From an optimization exercise on the open Yosys and OpenROAD flow, aimed at small area, a short achievable clock period and few clock cycles per item; shortcuts taken in it are not production practice. The RTL was checked by simulation tests, not by an equivalence proof against the original design. Power is estimated from default activity; no workload was simulated.

<file path="design/flow/config.mk">
export PLATFORM = sky130hd
export DESIGN_NAME = color_bar_pattern_pixel_generator_unit
export DESIGN_NICKNAME = color_bar_pattern_pixel_generator_unit
export VERILOG_FILES = /design/flow/design.v
export SDC_FILE = /design/flow/constraint.sdc
export NUM_CORES = 4
export LEC_CHECK = 0
export CAP_MARGIN = 20
export CORE_MARGIN = 2
export CORE_UTILIZATION = 40
export PLACE_DENSITY = 0.6
export SLEW_MARGIN = 20
</file>
<file path="design/flow/run.sh">
#!/bin/bash
# synth_recipe.tcl (not shown) runs the flow's synth.tcl, then flattens the netlist and writes it again
# the make line also repeats each setting of config.mk as NAME=value (left out here)
make -C /OpenROAD-flow-scripts/flow DESIGN_CONFIG=/design/flow/config.mk WORK_HOME=/design/flow/orfs CLKGATE_MAP_FILE= SYNTH_SCRIPT=/design/flow/synth_recipe.tcl finish
</file>
<file path="design/flow/design.v">
package cbp_pkg;
    localparam int PIX_W     = 11;
    localparam int RES_W     = 12;
    localparam int GRID_W    = 8;
    localparam int COLOR_W   = 32;
    localparam int STEP_W    = 8;
    localparam int BPP_W     = 6;
    localparam int LAYOUT_W  = 30;
    localparam int ADDR_W    = 24;
    localparam int CFG_IDX_W = 4;
    localparam int CFG_DATA_W = 32;
    localparam int S_TDATA_W = 24;
    localparam int M_TDATA_W = 56;
    localparam int M_TUSER_W = 1;
    localparam int FIFO_DEPTH = 16;
    localparam logic [RES_W-1:0]    X_RES_RST  = 12'd1024;
    localparam logic [RES_W-1:0]    Y_RES_RST  = 12'd768;
    localparam logic [GRID_W-1:0]   GRID_RST   = 8'd1;
    localparam logic [COLOR_W-1:0]  FIRST_RST  = 32'd0;
    localparam logic [STEP_W-1:0]   STEP_RST   = 8'd0;
    localparam logic                INDEX_RST  = 1'b1;
    localparam logic [BPP_W-1:0]    BPP_RST    = 6'd8;
    localparam logic [LAYOUT_W-1:0] LAYOUT_RST = 30'd167974059;
    typedef enum logic [CFG_IDX_W-1:0] {
        REG_X_RES  = 4'd0,
        REG_Y_RES  = 4'd1,
        REG_GRID   = 4'd2,
        REG_FIRST  = 4'd3,
        REG_STEP   = 4'd4,
        REG_INDEX  = 4'd5,
        REG_BPP    = 4'd6,
        REG_LAYOUT = 4'd7
    } cbp_reg_t;
    typedef struct packed {
        logic [RES_W-1:0]    x_lim;
        logic [RES_W-1:0]    y_lim;
        logic [GRID_W-1:0]   grid;
        logic [COLOR_W-1:0]  first;
        logic [STEP_W-1:0]   step;
        logic                indexed;
        logic [BPP_W-1:0]    bpp;
        logic [LAYOUT_W-1:0] layout;
        logic [RES_W-1:0]    rect_w;
        logic [RES_W-1:0]    rect_h;
        logic                ready;
    } cbp_cfg_t;
    typedef struct packed {
        logic              drawn;
        logic [GRID_W-1:0] row;
        logic [GRID_W-1:0] col;
        logic [PIX_W-1:0]  x;
        logic [PIX_W-1:0]  y;
    } cbp_item_t;
endpackage
import cbp_pkg::*;
module cbp_cfg
#(
    parameter int MAX_RESOLUTION = 2048
) (
    input  logic                  aclk,
    input  logic                  aresetn,
    input  logic                  cfg_valid,
    output logic                  cfg_ready,
    input  logic [CFG_IDX_W-1:0]  cfg_index,
    input  logic [CFG_DATA_W-1:0] cfg_data,
    output cbp_pkg::cbp_cfg_t cfg_bus
);
    localparam int CNT_W = $clog2(RES_W + 1);
    logic [RES_W-1:0]    x_res_reg;
    logic [RES_W-1:0]    y_res_reg;
    logic [GRID_W-1:0]   grid_reg;
    logic [COLOR_W-1:0]  first_reg;
    logic [STEP_W-1:0]   step_reg;
    logic                index_reg;
    logic [BPP_W-1:0]    bpp_reg;
    logic [LAYOUT_W-1:0] layout_reg;
    logic                pend_reg, pend_next;
    logic                busy_reg, busy_next;
    logic [CNT_W-1:0]    cnt_reg, cnt_next;
    logic [RES_W-1:0]    dvdw_reg, dvdw_next;
    logic [RES_W-1:0]    dvdh_reg, dvdh_next;
    logic [GRID_W-1:0]   remw_reg, remw_next;
    logic [GRID_W-1:0]   remh_reg, remh_next;
    logic                cfg_wr;
    logic [RES_W-1:0]    x_lim;
    logic [RES_W-1:0]    y_lim;
    logic [GRID_W:0]     trial_w;
    logic [GRID_W:0]     trial_h;
    logic                ge_w;
    logic                ge_h;
    assign cfg_ready = 1'b1;
    assign cfg_wr    = cfg_valid && cfg_ready;
    assign x_lim = ({1'b0, x_res_reg} > (RES_W + 1)'(MAX_RESOLUTION)) ?
                   RES_W'(MAX_RESOLUTION) : x_res_reg;
    assign y_lim = ({1'b0, y_res_reg} > (RES_W + 1)'(MAX_RESOLUTION)) ?
                   RES_W'(MAX_RESOLUTION) : y_res_reg;
    assign trial_w = {remw_reg, dvdw_reg[RES_W-1]};
    assign trial_h = {remh_reg, dvdh_reg[RES_W-1]};
    assign ge_w    = trial_w >= {1'b0, grid_reg};
    assign ge_h    = trial_h >= {1'b0, grid_reg};
    always_comb begin
        pend_next = pend_reg;
        busy_next = busy_reg;
        cnt_next  = cnt_reg;
        dvdw_next = dvdw_reg;
        dvdh_next = dvdh_reg;
        remw_next = remw_reg;
        remh_next = remh_reg;
        if (pend_reg) begin
            pend_next = 1'b0;
            busy_next = 1'b1;
            cnt_next  = CNT_W'(RES_W);
            dvdw_next = x_lim;
            dvdh_next = y_lim;
            remw_next = '0;
            remh_next = '0;
        end else if (busy_reg) begin
            cnt_next  = cnt_reg - CNT_W'(1);
            busy_next = cnt_reg != CNT_W'(1);
            dvdw_next = {dvdw_reg[RES_W-2:0], ge_w};
            dvdh_next = {dvdh_reg[RES_W-2:0], ge_h};
            remw_next = ge_w ? GRID_W'(trial_w - {1'b0, grid_reg}) : trial_w[GRID_W-1:0];
            remh_next = ge_h ? GRID_W'(trial_h - {1'b0, grid_reg}) : trial_h[GRID_W-1:0];
        end
        if (cfg_wr) begin
            pend_next = 1'b1;
        end
    end
    always_ff @(posedge aclk) begin
        if (!aresetn) begin
            x_res_reg  <= X_RES_RST;
            y_res_reg  <= Y_RES_RST;
            grid_reg   <= GRID_RST;
            first_reg  <= FIRST_RST;
            step_reg   <= STEP_RST;
            index_reg  <= INDEX_RST;
            bpp_reg    <= BPP_RST;
            layout_reg <= LAYOUT_RST;
            pend_reg   <= 1'b1;
            busy_reg   <= 1'b0;
            cnt_reg    <= '0;
        end else begin
            pend_reg <= pend_next;
            busy_reg <= busy_next;
            cnt_reg  <= cnt_next;
            if (cfg_wr) begin
                case (cfg_index)
                    REG_X_RES:  x_res_reg  <= cfg_data[RES_W-1:0];
                    REG_Y_RES:  y_res_reg  <= cfg_data[RES_W-1:0];
                    REG_GRID:   grid_reg   <= cfg_data[GRID_W-1:0];
                    REG_FIRST:  first_reg  <= cfg_data[COLOR_W-1:0];
                    REG_STEP:   step_reg   <= cfg_data[STEP_W-1:0];
                    REG_INDEX:  index_reg  <= cfg_data[0];
                    REG_BPP:    bpp_reg    <= cfg_data[BPP_W-1:0];
                    REG_LAYOUT: layout_reg <= cfg_data[LAYOUT_W-1:0];
                    default: ;
                endcase
            end
        end
    end
    always_ff @(posedge aclk) begin
        dvdw_reg <= dvdw_next;
        dvdh_reg <= dvdh_next;
        remw_reg <= remw_next;
        remh_reg <= remh_next;
    end
    always_comb begin
        cfg_bus.x_lim   = x_lim;
        cfg_bus.y_lim   = y_lim;
        cfg_bus.grid    = grid_reg;
        cfg_bus.first   = first_reg;
        cfg_bus.step    = step_reg;
        cfg_bus.indexed = index_reg;
        cfg_bus.bpp     = bpp_reg;
        cfg_bus.layout  = layout_reg;
        cfg_bus.rect_w  = dvdw_reg;
        cfg_bus.rect_h  = dvdh_reg;
        cfg_bus.ready   = !pend_reg && !busy_reg;
    end
endmodule
import cbp_pkg::*;
module cbp_front
(
    input  logic                 aclk,
    input  logic                 aresetn,
    input  cbp_pkg::cbp_cfg_t cfg_bus,
    input  logic                 s_axis_tvalid,
    output logic                 s_axis_tready,
    input  logic [S_TDATA_W-1:0] s_axis_tdata,
    input  logic                 pop,
    output logic                 push,
    output cbp_pkg::cbp_item_t push_item
);
    localparam int NSTG   = PIX_W;
    localparam int RESV_W = $clog2(FIFO_DEPTH + 1);
    function automatic logic [RES_W:0] div_step(
        input logic [RES_W-1:0] rem,
        input logic             nb,
        input logic [RES_W-1:0] dv
    );
        logic [RES_W:0] trial;
        trial = {rem, nb};
        if (trial >= {1'b0, dv}) begin
            div_step = {1'b1, RES_W'(trial - {1'b0, dv})};
        end else begin
            div_step = {1'b0, trial[RES_W-1:0]};
        end
    endfunction
    logic [NSTG-1:0]             inr_reg, inr_next;
    logic [NSTG-1:0][PIX_W-1:0]  x_reg,   x_next;
    logic [NSTG-1:0][PIX_W-1:0]  y_reg,   y_next;
    logic [NSTG-1:0][RES_W-1:0]  rx_reg,  rx_next;
    logic [NSTG-1:0][RES_W-1:0]  ry_reg,  ry_next;
    logic [NSTG-1:0][PIX_W-1:0]  qx_reg,  qx_next;
    logic [NSTG-1:0][PIX_W-1:0]  qy_reg,  qy_next;
    logic [NSTG-1:0]             vld_reg;
    logic [RESV_W-1:0]           resv_reg;
    logic [PIX_W-1:0]   in_x;
    logic [PIX_W-1:0]   in_y;
    logic               accept;
    logic [RES_W:0]     sx0;
    logic [RES_W:0]     sy0;
    assign in_x = s_axis_tdata[PIX_W-1:0];
    assign in_y = s_axis_tdata[2*PIX_W-1:PIX_W];
    assign s_axis_tready = cfg_bus.ready && (resv_reg < RESV_W'(FIFO_DEPTH));
    assign accept        = s_axis_tvalid && s_axis_tready;
    assign sx0 = div_step('0, in_x[PIX_W-1], cfg_bus.rect_w);
    assign sy0 = div_step('0, in_y[PIX_W-1], cfg_bus.rect_h);
    always_comb begin
        inr_next[0] = ({1'b0, in_x} < cfg_bus.x_lim) && ({1'b0, in_y} < cfg_bus.y_lim);
        x_next[0]   = in_x;
        y_next[0]   = in_y;
        rx_next[0]  = sx0[RES_W-1:0];
        ry_next[0]  = sy0[RES_W-1:0];
        qx_next[0]  = PIX_W'(sx0[RES_W]);
        qy_next[0]  = PIX_W'(sy0[RES_W]);
    end
    for (genvar k = 1; k < NSTG; k++) begin : g_stage
        logic [RES_W:0] sx;
        logic [RES_W:0] sy;
        assign sx = div_step(rx_reg[k-1], x_reg[k-1][PIX_W-1-k], cfg_bus.rect_w);
        assign sy = div_step(ry_reg[k-1], y_reg[k-1][PIX_W-1-k], cfg_bus.rect_h);
        always_comb begin
            inr_next[k] = inr_reg[k-1];
            x_next[k]   = x_reg[k-1];
            y_next[k]   = y_reg[k-1];
            rx_next[k]  = sx[RES_W-1:0];
            ry_next[k]  = sy[RES_W-1:0];
            qx_next[k]  = {qx_reg[k-1][PIX_W-2:0], sx[RES_W]};
            qy_next[k]  = {qy_reg[k-1][PIX_W-2:0], sy[RES_W]};
        end
    end
    always_ff @(posedge aclk) begin
        if (!aresetn) begin
            vld_reg  <= '0;
            resv_reg <= '0;
        end else begin
            vld_reg  <= {vld_reg[NSTG-2:0], accept};
            resv_reg <= resv_reg + RESV_W'(accept) - RESV_W'(pop);
        end
    end
    always_ff @(posedge aclk) begin
        inr_reg <= inr_next;
        x_reg   <= x_next;
        y_reg   <= y_next;
        rx_reg  <= rx_next;
        ry_reg  <= ry_next;
        qx_reg  <= qx_next;
        qy_reg  <= qy_next;
    end
    assign push = vld_reg[NSTG-1];
    always_comb begin
        push_item.drawn = inr_reg[NSTG-1] && (cfg_bus.grid != '0) &&
                          (cfg_bus.rect_w != '0) && (cfg_bus.rect_h != '0) &&
                          (qx_reg[NSTG-1] < PIX_W'(cfg_bus.grid)) && (qy_reg[NSTG-1] < PIX_W'(cfg_bus.grid));
        push_item.row   = qy_reg[NSTG-1][GRID_W-1:0];
        push_item.col   = qx_reg[NSTG-1][GRID_W-1:0];
        push_item.x     = x_reg[NSTG-1];
        push_item.y     = y_reg[NSTG-1];
    end
endmodule
import cbp_pkg::*;
module cbp_fifo
(
    input  logic      aclk,
    input  logic      aresetn,
    input  logic      push,
    input  cbp_pkg::cbp_item_t push_item,
    input  logic      pop,
    output logic      not_empty,
    output cbp_pkg::cbp_item_t pop_item
);
    localparam int PTR_W = $clog2(FIFO_DEPTH);
    localparam int CNT_W = $clog2(FIFO_DEPTH + 1);
    localparam int ITEM_W = 1 + 2 * GRID_W + 2 * PIX_W;   
    logic [ITEM_W-1:0] mem_reg [FIFO_DEPTH];
    logic [PTR_W-1:0] wr_ptr_reg;
    logic [PTR_W-1:0] rd_ptr_reg;
    logic [CNT_W-1:0] count_reg;
    assign not_empty = count_reg != '0;
    assign pop_item  = mem_reg[rd_ptr_reg];
    always_ff @(posedge aclk) begin
        if (!aresetn) begin
            wr_ptr_reg <= '0;
            rd_ptr_reg <= '0;
            count_reg  <= '0;
        end else begin
            if (push) begin
                wr_ptr_reg <= wr_ptr_reg + PTR_W'(1);
            end
            if (pop) begin
                rd_ptr_reg <= rd_ptr_reg + PTR_W'(1);
            end
            count_reg <= count_reg + CNT_W'(push) - CNT_W'(pop);
        end
    end
    always_ff @(posedge aclk) begin
        if (push) begin
            mem_reg[wr_ptr_reg] <= push_item;
        end
    end
endmodule
import cbp_pkg::*;
module cbp_back
(
    input  logic                 aclk,
    input  logic                 aresetn,
    input  cbp_pkg::cbp_cfg_t cfg_bus,
    input  logic                 item_valid,
    input  cbp_pkg::cbp_item_t item,
    output logic                 pop,
    output logic                 m_axis_tvalid,
    input  logic                 m_axis_tready,
    output logic [M_TDATA_W-1:0] m_axis_tdata,
    output logic [M_TUSER_W-1:0] m_axis_tuser
);
    localparam int PROD_W = GRID_W + STEP_W;
    localparam int LIN_W  = PIX_W + RES_W;
    typedef struct packed {
        logic              drawn;
        logic [PROD_W-1:0] row_n;
        logic [GRID_W-1:0] col;
        logic [PROD_W-1:0] prod_r;
        logic [PROD_W-1:0] prod_g;
        logic [LIN_W-1:0]  ylin;
        logic [PIX_W-1:0]  x;
    } b1_t;
    typedef struct packed {
        logic              drawn;
        logic [PROD_W-1:0] idx;
        logic [ADDR_W-1:0] lin;
        logic [PROD_W-1:0] prod_r;
        logic [PROD_W-1:0] prod_g;
        logic [PROD_W:0]   prod_b;
    } b2_t;
    typedef struct packed {
        logic               drawn;
        logic [ADDR_W-1:0]  idxs;
        logic [ADDR_W-1:0]  addr;
        logic [COLOR_W-1:0] rgb;
    } b3_t;
    function automatic logic [COLOR_W-1:0] ones(input logic [BPP_W-1:0] n);
        logic [COLOR_W:0] t;
        t = (COLOR_W + 1)'(1) << n;
        t = t - (COLOR_W + 1)'(1);
        if (n >= BPP_W'(COLOR_W)) begin
            ones = '1;
        end else begin
            ones = t[COLOR_W-1:0];
        end
    endfunction
    function automatic logic [COLOR_W-1:0] chan(
        input logic [COLOR_W-1:0] first,
        input logic [4:0]         pos,
        input logic [4:0]         size,
        input logic [PROD_W:0]    prod
    );
        logic [COLOR_W-1:0] m;
        logic [COLOR_W-1:0] base;
        m    = ones(BPP_W'(size));
        base = (first >> pos) & m;
        chan = ((base + COLOR_W'(prod)) & m) << pos;
    endfunction
    logic [3:0]         vld_reg;
    b1_t                b1_reg, b1_next;
    b2_t                b2_reg, b2_next;
    b3_t                b3_reg, b3_next;
    logic               drawn_reg;
    logic [COLOR_W-1:0] color_reg, color_next;
    logic [ADDR_W-1:0]  addr_reg, addr_next;
    logic               adv;
    logic [3:0]         bytes;
    assign adv = !vld_reg[3] || m_axis_tready;
    assign pop = item_valid && adv;
    assign bytes = 4'(({1'b0, cfg_bus.bpp} + 7'd7) >> 3);
    always_comb begin
        b1_next.drawn  = item.drawn;
        b1_next.row_n  = PROD_W'(item.row) * PROD_W'(cfg_bus.grid);
        b1_next.col    = item.col;
        b1_next.prod_r = PROD_W'(item.col) * PROD_W'(cfg_bus.step);
        b1_next.prod_g = PROD_W'(item.row) * PROD_W'(cfg_bus.step);
        b1_next.ylin   = LIN_W'(item.y) * LIN_W'(cfg_bus.x_lim);
        b1_next.x      = item.x;
        b2_next.drawn  = b1_reg.drawn;
        b2_next.idx    = b1_reg.row_n + PROD_W'(b1_reg.col);
        b2_next.lin    = ADDR_W'(b1_reg.ylin) + ADDR_W'(b1_reg.x);
        b2_next.prod_r = b1_reg.prod_r;
        b2_next.prod_g = b1_reg.prod_g;
        b2_next.prod_b = (PROD_W + 1)'(b1_reg.prod_r) + (PROD_W + 1)'(b1_reg.prod_g);
        b3_next.drawn = b2_reg.drawn;
        b3_next.idxs  = ADDR_W'(b2_reg.idx) * ADDR_W'(cfg_bus.step);
        b3_next.addr  = ADDR_W'(ADDR_W'(bytes) * b2_reg.lin);
        b3_next.rgb   = chan(cfg_bus.first, cfg_bus.layout[4:0], cfg_bus.layout[9:5],
                             (PROD_W + 1)'(b2_reg.prod_r))
                      | chan(cfg_bus.first, cfg_bus.layout[14:10], cfg_bus.layout[19:15],
                             (PROD_W + 1)'(b2_reg.prod_g))
                      | chan(cfg_bus.first, cfg_bus.layout[24:20], cfg_bus.layout[29:25],
                             b2_reg.prod_b);
        color_next = '0;
        addr_next  = '0;
        if (b3_reg.drawn) begin
            color_next = cfg_bus.indexed ? cfg_bus.first + COLOR_W'(b3_reg.idxs) : b3_reg.rgb;
            color_next = color_next & ones(cfg_bus.bpp);
            addr_next  = b3_reg.addr;
        end
    end
    always_ff @(posedge aclk) begin
        if (!aresetn) begin
            vld_reg <= '0;
        end else if (adv) begin
            vld_reg <= {vld_reg[2:0], pop};
        end
    end
    always_ff @(posedge aclk) begin
        if (adv) begin
            b1_reg    <= b1_next;
            b2_reg    <= b2_next;
            b3_reg    <= b3_next;
            drawn_reg <= b3_reg.drawn;
            color_reg <= color_next;
            addr_reg  <= addr_next;
        end
    end
    assign m_axis_tvalid = vld_reg[3];
    assign m_axis_tdata  = {addr_reg, color_reg};
    assign m_axis_tuser  = drawn_reg;
endmodule
import cbp_pkg::*;
module color_bar_pattern_pixel_generator_unit
#(
    parameter int MAX_RESOLUTION = 2048
) (
    input  logic                  aclk,
    input  logic                  aresetn,
    input  logic                  cfg_valid,
    output logic                  cfg_ready,
    input  logic [CFG_IDX_W-1:0]  cfg_index,
    input  logic [CFG_DATA_W-1:0] cfg_data,
    input  logic                  s_axis_tvalid,
    output logic                  s_axis_tready,
    input  logic [S_TDATA_W-1:0]  s_axis_tdata,   
    output logic                  m_axis_tvalid,
    input  logic                  m_axis_tready,
    output logic [M_TDATA_W-1:0]  m_axis_tdata,   
    output logic [M_TUSER_W-1:0]  m_axis_tuser    
);
    cbp_pkg::cbp_cfg_t cfg_bus;
    logic      push;
    logic      pop;
    logic      fifo_valid;
    cbp_pkg::cbp_item_t push_item;
    cbp_pkg::cbp_item_t pop_item;
    cbp_cfg #(
        .MAX_RESOLUTION(MAX_RESOLUTION)
    ) u_cfg (
        .aclk      (aclk),
        .aresetn   (aresetn),
        .cfg_valid (cfg_valid),
        .cfg_ready (cfg_ready),
        .cfg_index (cfg_index),
        .cfg_data  (cfg_data),
        .cfg_bus   (cfg_bus)
    );
    cbp_front u_front (
        .aclk          (aclk),
        .aresetn       (aresetn),
        .cfg_bus       (cfg_bus),
        .s_axis_tvalid (s_axis_tvalid),
        .s_axis_tready (s_axis_tready),
        .s_axis_tdata  (s_axis_tdata),
        .pop           (pop),
        .push          (push),
        .push_item     (push_item)
    );
    cbp_fifo u_fifo (
        .aclk      (aclk),
        .aresetn   (aresetn),
        .push      (push),
        .push_item (push_item),
        .pop       (pop),
        .not_empty (fifo_valid),
        .pop_item  (pop_item)
    );
    cbp_back u_back (
        .aclk          (aclk),
        .aresetn       (aresetn),
        .cfg_bus       (cfg_bus),
        .item_valid    (fifo_valid),
        .item          (pop_item),
        .pop           (pop),
        .m_axis_tvalid (m_axis_tvalid),
        .m_axis_tready (m_axis_tready),
        .m_axis_tdata  (m_axis_tdata),
        .m_axis_tuser  (m_axis_tuser)
    );
endmodule
</file>
<file path="design/flow/constraint.sdc">
create_clock -name core_clock -period 8.0 [get_ports {aclk}]
set_input_delay 1.6000 -clock core_clock [delete_from_list [all_inputs] [get_ports {aclk}]]
set_output_delay 1.6000 -clock core_clock [all_outputs]
set_load 0.01 [all_outputs]
</file>
==> results.toml <==
[floorplanning]
dieArea_um2 = 264000
num_io_pins = 125
die_h_um = 514
placementRows = 187
core_um2 = 259000
fp.dieW_um = 514
start_util_pct = 40.1

[min_path]
min_from = "u_front.y_reg[55]"
hold_class = "flip-flop to flip-flop"
whs_endpoint = "u_front.y_reg[66]"
min_path_cells = 0

[power_and_ir_drop]
power.total_mw = 30.3
leakage_nw = 46.0
pwr_density_cell_nw_per_um2 = 261
ir_worst_vdd_uv = 196

[clock_tree]
clockBufferDepth = 4
htreeDepth = 4
cts_inserted_buffers = 196
cts_tree = "yes"
clkTransAtPathRegs_ps = 70
cts_setup_buffers = 0
clock_latency_ps = 870
cts_hold_buf = 0
clkSinkCount = 1760
clock-root-buffer = "clkbuf_16"
ctsResizeCount = 0

[sta]
drv_slew = 0
finalCriticalPeriod_ps = 7480
max_freq_mhz = 134
max_slew_margin_pct = 20.9
rsz0062_at_grt = "false"
min_period_over_period_pct = 93.5
finalHoldViolations = 0
fin_worst_skew_ps = 79.8
tns_ps = 0
setup_viol = 0
tightest_slew_ps = 1180

[global_route]
grt-ovfl-total = 0
grtUsageTotal_pct = 23.4
grt_antenna_before_repair = 17
grt_pass1_wl_um = 472000
grt_max_degree = 148
first_global_vias = 75100

[finish]
largest_reg_flops = 624
final_area_um2 = 116000
drive_gt1_share_pct = 11.5
area_growth_pct = 11.5
fin_nets = 10800

[yosys]
synth_edf_count = 967
synth_ff_type = "edfxtp_1"
ys_seq_elements = 1760
synth_nets = 10700
ys_types = 126
syn_inst = 9609
synth-async-reset-ratio_pct = 0
seq_area_frac_synth_pct = 43.2
synth_warnings = 4
netlist_area_um2 = 104000
avgSynthCellArea_um2 = 10.8

[worst_setup_path]
r2r-start = "u_cfg.first_reg[11]"
crit_path_end_kind = "flip-flop"
path_max_fanout = 9
worst_ep_required_time_ps = 8520
r2r_end = "u_back.b3_reg[31]"
crit_slowest_cell = "dfxtp_1"
crit_chain = "nor2b_1 > a211oi_1 > a21oi_1 > nand2_1 > a311oi_1 > nor2_1 > a21oi_1 > ha_1 > o21a_1 > a2111oi_0 > o211a_1 > a211o_1 > a21o_1 > nor3_1 > xor2_1 > nand4_1 > o2111a_1 > o2111ai_1 > nor4_1 > buf_4 > o2111ai_1"
reg2regPathDepth = 21
r2r_setup_slack_ps = 520
worst-setup-path-type = "flip-flop to flip-flop"
startpoint_type = "flip-flop"
cp.arrival_ps = 8000
cp_slowest_stage_delay_ps = 870

[placement]
hpwl_um = 226000
place_congestion = 1.05
io_buffers = 121
placed_cell_area_um2 = 109000

[drt]
dr.pass1.iters = 9
route.met3.wl_um = 20400
wire_per_inst_um = 23.7
ant_nets = 0
routed.top_layer = "met5"
drt_iter0_markers = 6691
wl_met1_um = 129000
num_vias = 75100
drcViolationCount = 0
drt-total-wl_um = 314000
wl_met2_um = 148000
via_per_inst = 5.67

[outcome]
status = "complete, no violations"

[job]
maxCapViolations = 0
==> cell usage after synthesis, types with 93 or more instances <==
library cell | n | area share [%]
clkbuf_1 | 323 | 1.2
nand3_1 | 143 | 0.69
a21boi_0 | 151 | 1.1
a21oi_1 | 405 | 1.9
ha_1 | 661 | 7.9
edfxtp_1 | 967 | 28
and2_1 | 308 | 1.9
fa_1 | 351 | 6.8
xor2_1 | 93 | 0.78
nor3_1 | 133 | 0.64
a21o_1 | 102 | 0.74
xnor2_1 | 240 | 2.0
mux2i_1 | 272 | 2.6
nand4_1 | 101 | 0.61
o21ai_0 | 379 | 1.8
nand2_1 | 930 | 3.4
nor2b_1 | 159 | 0.96
nor2_1 | 664 | 2.4
inv_1 | 691 | 2.5
mux2_2 | 212 | 2.3
dfxtp_1 | 793 | 15
mux4_2 | 244 | 5.3
a211oi_1 | 116 | 0.84
==> stage by stage <==
stage               utilization [%]  setup WS, ps  hold WS (ps)  instances
floorplan                         -          51.1           310       9609
global placement               42.2           451           310      12900
detailed placement             42.2           462           312      12900
CTS                            44.7           400           300      13200
global route                   44.8          96.1           311      13200
finish                         44.8           516           299      13200
==> layout make-up <==
| class | count | area [um2] |
|---|---|---|
| diodes | 3 | 7.51 |
| clock inverters | 99 | 1250 |
| repair buffers | 328 | 2790 |
| multi-input cells | 6692 | 54800 |
| fillers | 23900 | 143000 |
| flip-flops and latches | 1760 | 44900 |
| inverters | 706 | 2650 |
| well taps | 3402 | 4260 |
| clock buffers | 255 | 5360 |
==> cell usage in the layout, fill, tap and decap left out, types with 101 or more instances in the layout <==
master	synthesis	final
clkdlybuf4s50_1	0	114
mux4_2	244	244
o21ai_0	379	378
nand4_1	101	101
nand3_1	143	142
nand2_1	930	930
buf_4	11	203
nor2b_1	159	158
edfxtp_1	967	967
dfxtp_1	793	775
inv_1	691	690
ha_1	661	661
a21oi_1	405	393
and2_1	308	292
a21boi_0	151	151
mux2i_1	272	272
nor3_1	133	133
a21o_1	102	102
fa_1	351	351
nor2_1	664	663
clkbuf_16	0	199
a211oi_1	116	116
mux2_2	212	212
xnor2_1	240	238
==> report_power, final <==
part	leakage [nW]	switching (mW)	total (mW)	internal [mW]
Sequential	16.2	0.960	12.1	11.1
Combinational	26.7	4.83	8.90	4.07
Clock	3.19	3.77	9.31	5.54
Total	46.0	9.56	30.3	20.7
==> worst max-delay path: cells and delay by family, from the launching register on <==
family | cells | cell delay, ps
compound gates | 12 | 3950
simple gates | 6 | 1540
flops | 1 | 870
buf+inv | 1 | 190
fa+ha+maj | 1 | 330
xor+xnor | 1 | 220
==> logic make-up (layout without fill, tap and decap cells) <==
family          count (synthesis)  after routing  synth area share [%]
compound gates               1773           1773                  11.4
xor+xnor                      333            333                  2.80
fa+ha+maj                    1012           1012                  14.7
buf+inv                      1157           1388                  4.36
flops                        1760           1760                  43.2
mux                           742            742                  10.4
other cells                     1              4               0.00360
simple gates                 2831           2831                  13.2
==> how the worst max path moves through the flow <==
stage	startpoint	end	slack, ps
final	u_cfg.first_reg[11]	u_back.b3_reg[31]	520
after global routing	flip-flop	u_back.b1_reg[33]	100
after CTS	flip-flop	u_back.b1_reg[33]	400
after detailed placement	flip-flop	u_back.b1_reg[33]	460
after global placement	flip-flop	u_back.b1_reg[33]	450
after floorplan	flip-flop	u_back.b1_reg[33]	50
==> layer usage <==
metal	global-route usage (%)	vias to the layer above
met4	10.9	10
met2	39.0	2543
met3	4.14	732
met1	29.4	37200
met5	0	-
li1	-	34600
Testbench counts, summed over its fixed seeds: cycles 33,184, items 32,000.

==> separate check: timing with driven ports <==
In the flow no input, the clock included, has a driving cell. The finished layout below was timed again as built, in two steps. Step 1, drivers: a clkbuf_16 drives aclk and a buf_2 each remaining input, both assumed. Step 2 times the ports against the registers' clock, not the clock port: input delays grow and output delays shrink by t, the midpoint of the rising clock arrivals with the driver on. Slacks: ideal ports / drivers / drivers and shift; pairs: ideal ports / drivers.
t (ns): 0.933
setup WS [ns]: 0.516 / 0.516 / 0.516
hold WS [ns]: 0.299 / 0.299 / 0.299
worst data-port slew with drivers (ns): 0.13
After both steps this run still meets setup and hold. For this run, drivers alone change the setup slack by 0.000 ns; drivers and shift together by 0.000 ns.
